This design comes from an exercise in tuning for a short achievable clock period and few clock cycles on the open sky130 flow, not from production work.
The RTL was checked by simulation tests, not by an equivalence proof against the original design.
Power and IR drop assume default switching activity.

==> 02-06 <==
Design processor, start of the top module:
module processor (
    input  logic           clock,
    input  logic           rstN,
    output cpuPkg::wordT   addressImem,
    input  cpuPkg::wordT   qImem,
    output cpuPkg::wordT   addressDmem,
    output cpuPkg::wordT   data,
    output logic           wren,
    input  cpuPkg::wordT   qDmem,
    output logic           ctrlWriteEnable,
    output cpuPkg::regIdxT ctrlWriteReg,
    output cpuPkg::regIdxT ctrlReadRegA,
    output cpuPkg::regIdxT ctrlReadRegB,
    output cpuPkg::wordT   dataWriteReg,
    input  cpuPkg::wordT   dataReadRegA,
    input  cpuPkg::wordT   dataReadRegB
);
clock: 8.0 ns
lec_check: 0
cap_margin: 20
cell_pad_in_sites_detail_placement: 1
cell_pad_in_sites_global_placement: 2
core_margin: 2
core_utilization: 30
place_density: 0.45
setup_slack_margin: 5.0
slew_margin: 20
synth_hierarchical: 1
tns_end_percent: 100
standard.sh (not shown) runs the stock make flow with config.mk's settings and CLKGATE_MAP_FILE= SYNTH_SCRIPT=/design/flow/synth_recipe.tcl, a recipe that flattens the netlist after the stock synthesis.
==> flow/flow/run.sh <==
#!/bin/bash
# Standard layout (the standard.sh, standard synthesis unchanged) with two
# changes: the port buffers use buf_6 instead of the smallest buffer the
# resizer picks by default, and timing repair may change a cell's footprint
# (sizing across cell variants). Every tool's output goes to flow_make.log
# here; ORFS keeps its per-step logs under orfs/logs.
set -euo pipefail
bash standard.sh MATCH_CELL_FOOTPRINT=0 "BUFFER_PORTS_ARGS=-buffer_cell sky130_fd_sc_hd__buf_6" finish > flow_make.log 2>&1
==> 04-08: changes against 02-06 <==
--- a/flow/design.v
+++ b/flow/design.v
@@ -47,26 +47,14 @@
 module cellMux2i (input wire s, input wire a1, input wire a0, output wire y);
     assign y = ~(s ? a1 : a0);
 endmodule
 module cellA221o (input wire a1, input wire a2, input wire b1, input wire b2, input wire c,
                   output wire y);
     assign y = (a1 & a2) | (b1 & b2) | c;
 endmodule
-module cellA21oi (input wire g, input wire p, input wire gl, output wire y);
-    assign y = ~(g | (p & gl));
-endmodule
-module cellO21ai (input wire a1, input wire a2, input wire b1, output wire y);
-    assign y = ~((a1 | a2) & b1);
-endmodule
-module cellAnd3 (input wire a, input wire b, input wire c, output wire y);
-    assign y = a & b & c;
-endmodule
-module cellNor3 (input wire a, input wire b, input wire c, output wire y);
-    assign y = ~(a | b | c);
-endmodule
 module cellNor2 (input wire a, input wire b, output wire y);
     assign y = ~(a | b);
 endmodule
 module cellOr2 (input wire a, input wire b, output wire y);
     assign y = a | b;
 endmodule
 module cellAndN (input wire a, input wire b, output wire y);     
@@ -1991,85 +1979,37 @@
     wire isBr  = op == cpuPkg::opBne || op == cpuPkg::opBlt;
     assign useImm = op == cpuPkg::opAddi || op == cpuPkg::opLw || op == cpuPkg::opSw;
     assign usesA  = isAlu || isBr || useImm;
     assign usesB  = (isAlu && fn != cpuPkg::aluSll && fn != cpuPkg::aluSra) || isBr ||
                     op == cpuPkg::opSw;
     assign isMul  = isAlu && fn == cpuPkg::aluMul;
 endmodule
-module opDecode (
-    input  wire [4:0] op,
-    output wire       isJump,          
-    output wire       isBranch         
-);
-    wire hi0;                
-    wire mid0;               
-    wire n0;
-    cellNor2 uHi (.a(op[4]), .b(op[3]), .y(hi0));
-    cellNor2 uMid (.a(op[2]), .b(op[1]), .y(mid0));
-    cellInv uN0 (.a(op[0]), .y(n0));
-    cellAnd3 uJ (.a(hi0), .b(mid0), .c(op[0]), .y(isJump));
-    cellAnd3 uB (.a(hi0), .b(op[1]), .c(n0), .y(isBranch));
-endmodule
-module predictCond (
-    input  wire [31:0] q,              
-    input  wire        isBranch,
-    output wire        predTaken
-);
-    wire [4:0] d;
-    wire       same01, same234;
-    wire       twoRegs;
-    genvar i;
-    generate
-        for (i = 0; i < 5; i++) begin : gCmp
-            cellXor2 uX (.a(q[22+i]), .b(q[17+i]), .y(d[i]));
-        end
-    endgenerate
-    cellNor2 uS01 (.a(d[0]), .b(d[1]), .y(same01));
-    cellNor3 uS234 (.a(d[2]), .b(d[3]), .c(d[4]), .y(same234));
-    cellNand2 uTwo (.a(same01), .b(same234), .y(twoRegs));
-    wire [3:0] n2;           
-    wire [3:0] a2n;          
-    wire [3:0] z2;           
-    generate
-        for (i = 0; i < 4; i++) begin : gPair
-            cellNor2 uN (.a(q[8+2*i]), .b(q[9+2*i]), .y(n2[i]));
-            cellNand2 uA (.a(q[8+2*i]), .b(q[9+2*i]), .y(a2n[i]));
-            cellNor2 uZ (.a(q[2*i]), .b(q[2*i+1]), .y(z2[i]));
-        end
-    endgenerate
-    wire zHiA, zHiB, oHiA, oHiB, zLoA, zLoB;
-    cellAnd2 uZh0 (.a(n2[0]), .b(n2[1]), .y(zHiA));
-    cellAnd2 uZh1 (.a(n2[2]), .b(n2[3]), .y(zHiB));
-    cellNor2 uOh0 (.a(a2n[0]), .b(a2n[1]), .y(oHiA));
-    cellNor2 uOh1 (.a(a2n[2]), .b(a2n[3]), .y(oHiB));
-    cellNand2 uZl0 (.a(z2[0]), .b(z2[1]), .y(zLoA));      
-    cellNand2 uZl1 (.a(z2[2]), .b(z2[3]), .y(zLoB));      
-    wire back = q[16] & oHiA & oHiB;                       
-    wire fwd  = !q[16] & zHiA & zHiB & (zLoA | zLoB);      
-    assign predTaken = isBranch & twoRegs & (back | fwd);
-endmodule
 module fetchDecode (
     input  wire [31:0] qImem,
     input  wire [31:0] pc,
     input  wire [23:0] pcHiLess,       
     input  wire [23:0] pcHiMore,       
     input  wire [31:0] seqPc,          
     input  wire        stall,
     output wire [31:0] fetchNext,      
     output wire        isJump,
     output wire        predTaken,      
     output wire [4:0]  srcB,           
     output wire [4:0]  srcBOut         
 );
-    wire       isBranch;
-    opDecode uOp (.op(qImem[31:27]), .isJump, .isBranch);
+    wire [4:0] op = qImem[31:27];
+    wire       isBranch = op == cpuPkg::opBne || op == cpuPkg::opBlt;
+    wire       shortBack = qImem[16] & (&qImem[15:8]);      
+    wire       shortFwd  = !(|qImem[16:8]) && (|qImem[7:0]);  
+    wire       twoRegs   = qImem[26:22] != qImem[21:17];
     wire [7:0] lo;
     wire       carry;
     incAdd8 uLo (.a(pc[7:0]), .b(qImem[7:0]), .s(lo), .cout(carry));
-    predictCond uPred (.q(qImem), .isBranch, .predTaken);
+    assign isJump    = op == cpuPkg::opJ;
+    assign predTaken = isBranch && twoRegs && (shortBack || shortFwd);
     srcBSel uSrcB (.ir(qImem), .srcB);
     srcBSel uSrcBOut (.ir(qImem), .srcB(srcBOut));
     wire [31:0] jumpPc = {5'b0, qImem[26:0]};
     wire [31:0] pcHiLessW = {pcHiLess, 8'd0};
     wire [31:0] pcHiMoreW = {pcHiMore, 8'd0};
     genvar k;
     generate
@@ -2085,52 +2025,47 @@
 endmodule
 `default_nettype wire
 `timescale 1ns/1ps
 `default_nettype none
 module lessThan (
     input  wire [31:0] nrs,
     input  wire [31:0] nrd,
-    output wire        ltN
+    output wire        lt
 );
     wire [62:0]  g;          
-    wire [62:0]  p;          
+    wire [62:0]  p;
     genvar i;
     generate
         for (i = 0; i < 31; i++) begin : gLeaf
             cellAndN uG (.a(nrd[i]), .b(nrs[i]), .y(g[i]));
             cellOrN  uP (.a(nrd[i]), .b(nrs[i]), .y(p[i]));
         end
         cellAndN uG31 (.a(nrs[31]), .b(nrd[31]), .y(g[31]));
         cellOrN  uP31 (.a(nrs[31]), .b(nrd[31]), .y(p[31]));
         for (i = 32; i < 63; i++) begin : gNode
-            if ((i < 48) || (i >= 56 && i < 60) || (i == 62)) begin : gInv
-                cellA21oi uG (.g(g[2*(i-32)+1]), .p(p[2*(i-32)+1]), .gl(g[2*(i-32)]), .y(g[i]));
-                cellNand2 uP (.a(p[2*(i-32)+1]), .b(p[2*(i-32)]), .y(p[i]));
-            end else begin : gTrue
-                cellO21ai uG (.a1(p[2*(i-32)+1]), .a2(g[2*(i-32)]), .b1(g[2*(i-32)+1]), .y(g[i]));
-                cellNor2 uP (.a(p[2*(i-32)+1]), .b(p[2*(i-32)]), .y(p[i]));
-            end
+            cellAo21 uG (.g(g[2*(i-32)+1]), .p(p[2*(i-32)+1]), .gl(g[2*(i-32)]), .y(g[i]));
+            cellAnd2 uP (.a(p[2*(i-32)+1]), .b(p[2*(i-32)]), .y(p[i]));
         end
     endgenerate
-    assign ltN = g[62];
+    assign lt = g[62];
 endmodule
 module executeStage (
     input  wire [31:0] nA,             
     input  wire [31:0] nB,             
     output wire        eq,
-    output wire        ltN             
+    output wire        lt              
 );
     wire [31:0] same;
     genvar i;
     generate
         for (i = 0; i < 32; i++) begin : gEq
             cellXnor2 uX (.a(nA[i]), .b(nB[i]), .y(same[i]));
         end
     endgenerate
-    lessThan uLt (.nrs(nA), .nrd(nB), .ltN);
+    lessThan uLt (.nrs(nA), .nrd(nB), .lt);
     wire [7:0] n4;
     wire [3:0] a8;
     wire [1:0] n16;
     generate
         for (i = 0; i < 8; i++) begin : gN4
             cellNand4 uN (.a(same[4*i]), .b(same[4*i+1]), .c(same[4*i+2]), .d(same[4*i+3]), .y(n4[i]));
         end
@@ -2142,18 +2077,18 @@
         end
     endgenerate
     cellNor2 uEq (.a(n16[0]), .b(n16[1]), .y(eq));
 endmodule
 module mispredictGate (
     input  wire [3:0] kind,            
     input  wire       eq,
-    input  wire       ltN,
+    input  wire       lt,
     output wire       y
 );
-    assign y = (kind[0] && eq) || (kind[1] && !eq) || (kind[2] && ltN) || (kind[3] && !ltN);
+    assign y = (kind[0] && eq) || (kind[1] && !eq) || (kind[2] && !lt) || (kind[3] && lt);
 endmodule
 module cellMux2 (input wire s, input wire a1, input wire a0, output wire y);
     assign y = s ? a1 : a0;
 endmodule
 module redirectCond (
     input  wire [3:0] kind,            
     input  wire       eq,
@@ -2162,25 +2097,25 @@
 );
     cellMux2 uLt (.s(eq), .a1(kind[0] || kind[3]), .a0(kind[1] || kind[3]), .y(redirLt));
     cellMux2 uGe (.s(eq), .a1(kind[0] || kind[2]), .a0(kind[1] || kind[2]), .y(redirGe));
 endmodule
 module pcSelect (
     input  wire       redirLt,
     input  wire       redirGe,
-    input  wire       ltN,
+    input  wire       lt,
     input  wire [3:0] redirPc,
     input  wire [3:0] nextPc,
     output wire [3:0] y
 );
-    wire stay;               
-    cellMux2i uR (.s(ltN), .a1(redirGe), .a0(redirLt), .y(stay));
+    wire redir;
+    cellMux2 uR (.s(lt), .a1(redirLt), .a0(redirGe), .y(redir));
     genvar i;
     generate
         for (i = 0; i < 4; i++) begin : gBit
-            cellMux2 uY (.s(stay), .a1(nextPc[i]), .a0(redirPc[i]), .y(y[i]));
+            cellMux2 uY (.s(redir), .a1(redirPc[i]), .a0(nextPc[i]), .y(y[i]));
         end
     endgenerate
 endmodule
 `default_nettype wire
 `timescale 1ns/1ps
 `default_nettype none
 module hazardUnit (
@@ -2262,26 +2197,24 @@
     logic [31:0] pcPlusOne;
     logic [23:0] pcHiLess;
     logic [23:0] pcHiMore;
     logic [31:0] fetchNext;
     logic [31:0] pcNext;
     logic [31:0] pcOutNext;
     logic [31:0] pcOut;                 
-    logic        fIsJump;               
-    logic        fIsJumpD;              
-    logic        fIsBranchD;
+    logic        fIsJump;
     logic        fPred;
     logic [31:0] dxRedir;               
     logic        stall;                 
     logic [31:0] seqPc;
     logic [4:0]  fSrcB;
     logic [4:0]  fSrcBOut;
     logic [3:0]  xBrKind;
     logic        xKill;                 
-    logic        brEq, brLtN;
+    logic        brEq, brLt;
     logic        redirect;              
     logic        redirLt, redirGe;      
     assign pcPlusOne   = pc + 32'd1;
     assign pcHiLess    = pc[31:8] - 24'd1;
     assign pcHiMore    = pc[31:8] + 24'd1;
     assign addressImem = pcOut;
     assign seqPc       = stall ? pc : pcPlusOne;
@@ -2289,25 +2222,25 @@
         .qImem, .pc, .pcHiLess, .pcHiMore, .seqPc, .stall, .fetchNext, .isJump(fIsJump),
         .predTaken(fPred), .srcB(fSrcB), .srcBOut(fSrcBOut)
     );
     genvar gi;
     generate
         for (gi = 0; gi < 8; gi++) begin : gPc
             pcSelect uPcSel (
-                .redirLt, .redirGe, .ltN(brLtN), .redirPc(dxRedir[gi*4 +: 4]),
+                .redirLt, .redirGe, .lt(brLt), .redirPc(dxRedir[gi*4 +: 4]),
                 .nextPc(fetchNext[gi*4 +: 4]), .y(pcNext[gi*4 +: 4])
             );
             pcSelect uPcSelOut (
-                .redirLt, .redirGe, .ltN(brLtN), .redirPc(dxRedir[gi*4 +: 4]),
+                .redirLt, .redirGe, .lt(brLt), .redirPc(dxRedir[gi*4 +: 4]),
                 .nextPc(fetchNext[gi*4 +: 4]), .y(pcOutNext[gi*4 +: 4])
             );
         end
     endgenerate
     redirectCond uCond (.kind(xBrKind & {4{!xKill}}), .eq(brEq), .redirLt, .redirGe);
-    mispredictGate uMis (.kind(xBrKind & {4{!xKill}}), .eq(brEq), .ltN(brLtN), .y(redirect));
+    mispredictGate uMis (.kind(xBrKind & {4{!xKill}}), .eq(brEq), .lt(brLt), .y(redirect));
     always_ff @(posedge clock or negedge rstN) begin
         if (!rstN) begin
             pc    <= '0;
             pcOut <= '0;
         end else begin
             pc    <= pcNext;
             pcOut <= pcOutNext;
@@ -2318,15 +2251,14 @@
     logic        fdPred;
     logic [4:0]  fdSrcB;                
     logic [4:0]  fdRs;                  
     logic [4:0]  fdSrcBOut;             
     logic        fdUsesA, fdUsesB, fdIsMul, fdUseImm;    
     logic        fUsesA, fUsesB, fIsMul, fUseImm;
     logic [31:0] fdPc;                  
-    opDecode uOpD (.op(qImem[31:27]), .isJump(fIsJumpD), .isBranch(fIsBranchD));
     preDecode uPre (.ir(qImem), .usesA(fUsesA), .usesB(fUsesB), .isMul(fIsMul), .useImm(fUseImm));
     always_ff @(posedge clock or negedge rstN) begin
         if (!rstN) begin
             fdIr    <= nopWord;
             fdPred  <= 1'b0;
             fdSrcB  <= '0;
             fdRs    <= '0;
@@ -2334,23 +2266,23 @@
             fdUsesA <= 1'b0;
             fdUsesB <= 1'b0;
             fdIsMul <= 1'b0;
             fdUseImm <= 1'b0;
             fdValid <= 1'b0;
         end else begin
             if (!stall) begin
-                fdIr   <= qImem;            
+                fdIr   <= fIsJump ? nopWord : qImem;
                 fdPred <= fPred;
-                fdSrcB <= fIsJumpD ? 5'd0 : fSrcB;
+                fdSrcB <= fIsJump ? 5'd0 : fSrcB;
                 fdRs   <= qImem[21:17];
                 fdSrcBOut <= fSrcBOut;
-                fdUsesA  <= fUsesA && !fIsJumpD;
-                fdUsesB  <= fUsesB && !fIsJumpD;
-                fdIsMul  <= fIsMul && !fIsJumpD;
-                fdUseImm <= fUseImm && !fIsJumpD;
+                fdUsesA  <= fUsesA && !fIsJump;
+                fdUsesB  <= fUsesB && !fIsJump;
+                fdIsMul  <= fIsMul && !fIsJump;
+                fdUseImm <= fUseImm && !fIsJump;
             end
             fdValid <= !redirect && (fdValid || !stall);
         end
     end
     always_ff @(posedge clock) begin
         if (!stall) begin
             fdPc <= pcPlusOne;
@@ -2485,15 +2417,15 @@
     bypass4n uBypAluB (.sel(xSelB),  .r(dxBAlu), .mSum(xmSum), .mRest(xmRest), .w(mwO), .ny(nAluB));
     bypass4n uBypCmpA (.sel(xSelAc), .r(dxA),    .mSum(xmSum), .mRest(xmRest), .w(mwO), .ny(nCmpA));
     bypass4n uBypCmpB (.sel(xSelBc), .r(dxB),    .mSum(xmSum), .mRest(xmRest), .w(mwO), .ny(nCmpB));
     alu uAlu (
         .na(nAluA), .nb(nAluB), .sub(xSub), .shamt(xShamt), .nShamtR(xShamtRN), .sel(xAluSel),
         .sum(aluSum), .sum2(aluSum2), .rest(aluRest)
     );
-    executeStage uBranch (.nA(nCmpA), .nB(nCmpB), .eq(brEq), .ltN(brLtN));
+    executeStage uBranch (.nA(nCmpA), .nB(nCmpB), .eq(brEq), .lt(brLt));
     localparam int mulBitsW = 119;
     logic [mulBitsW-1:0] mulBits, xmMulBits;
     mulStage1 uMul1 (.na0(dxMulNA), .na1(dxMulNA2), .nb(dxMulNB), .bits(mulBits));
     logic [31:0] xmB;
     always_ff @(posedge clock or negedge rstN) begin
         if (!rstN) begin
             mWrites <= 1'b0;
==> comparison table <==
Run status: 02-06 no timing/DRC/antenna violations; 04-08 no timing/DRC/antenna violations
Part of the power in registers: 02-06 21.7%; 04-08 20.0%
P_leak: 02-06 32.28 nW; 04-08 32.52 nW
Std-Cell Core Area: 02-06 188200 um2; 04-08 189600 um2
Starting density of the core: 02-06 30.25%; 04-08 30.13%
GR met1 Demand/Resource: 02-06 38.96%; 04-08 39.65%
Worst slew margin: 02-06 24.66%; 04-08 27.07%
Net switching share of the total power: 02-06 46.81%; 04-08 46.64%
Chip Width: 02-06 439.6 um; 04-08 440.3 um
Combinational share of power: 02-06 60.7%; 04-08 63.7%
Fmax: 02-06 315.8 MHz; 04-08 314.8 MHz
Required time of the critical path: 02-06 8.61 ns; 04-08 8.62 ns
Average instance area after synthesis: 02-06 9.856 um2; 04-08 9.888 um2
Number of setup buffers added after CTS: 02-06 147; 04-08 149
Total area of multi-input combinational cells: 02-06 41770 um2; 04-08 41250 um2
Number of nets in the layout: 02-06 6334; 04-08 6361
Final-layout clock buffer total: 02-06 113; 04-08 122
Count of vias placed by the detailed router: 02-06 44.57k; 04-08 45.01k
Clock share of power: 02-06 17.5%; 04-08 16.3%
Total wire length: 02-06 264.7 mm; 04-08 274.9 mm
Testbench counts of 02-06, summed over its fixed seeds: cycles 16,852.
Testbench counts of 04-08, summed over its fixed seeds: cycles 16,852.

port drivers added, routing unchanged:
In the flow no input, the clock included, has a driving cell. The finished layouts below were timed again as built, in two steps.
Step 1 (the two cells are an assumption about what drives the block):
set clk [get_ports {clock}]
set_driving_cell -lib_cell sky130_fd_sc_hd__clkbuf_16 $clk
set_driving_cell -lib_cell sky130_fd_sc_hd__buf_2 [delete_from_list [all_inputs] $clk]
Step 2, shift: input delay + t, output delay - t, t = (earliest + latest rising clock arrival at the registers) / 2. This alone moves slack from input paths to output paths.
Slacks: no drivers / after step 1 / after step 2; pairs: no drivers / after step 1.
run | shift t [ns] | slack for setup (ns) | worst setup path at the end | pins driven straight from the clock port
02-06 | 0.826 | 4.834 / 4.834 / 4.113 | input to register | 1
04-08 | 0.826 | 4.823 / 4.823 / 4.098 | input to register | 1
After both steps setup and hold are still met in every run listed. For 04-08, which loses most, drivers alone change the setup slack by 0.000 ns; drivers and shift together by -0.725 ns.
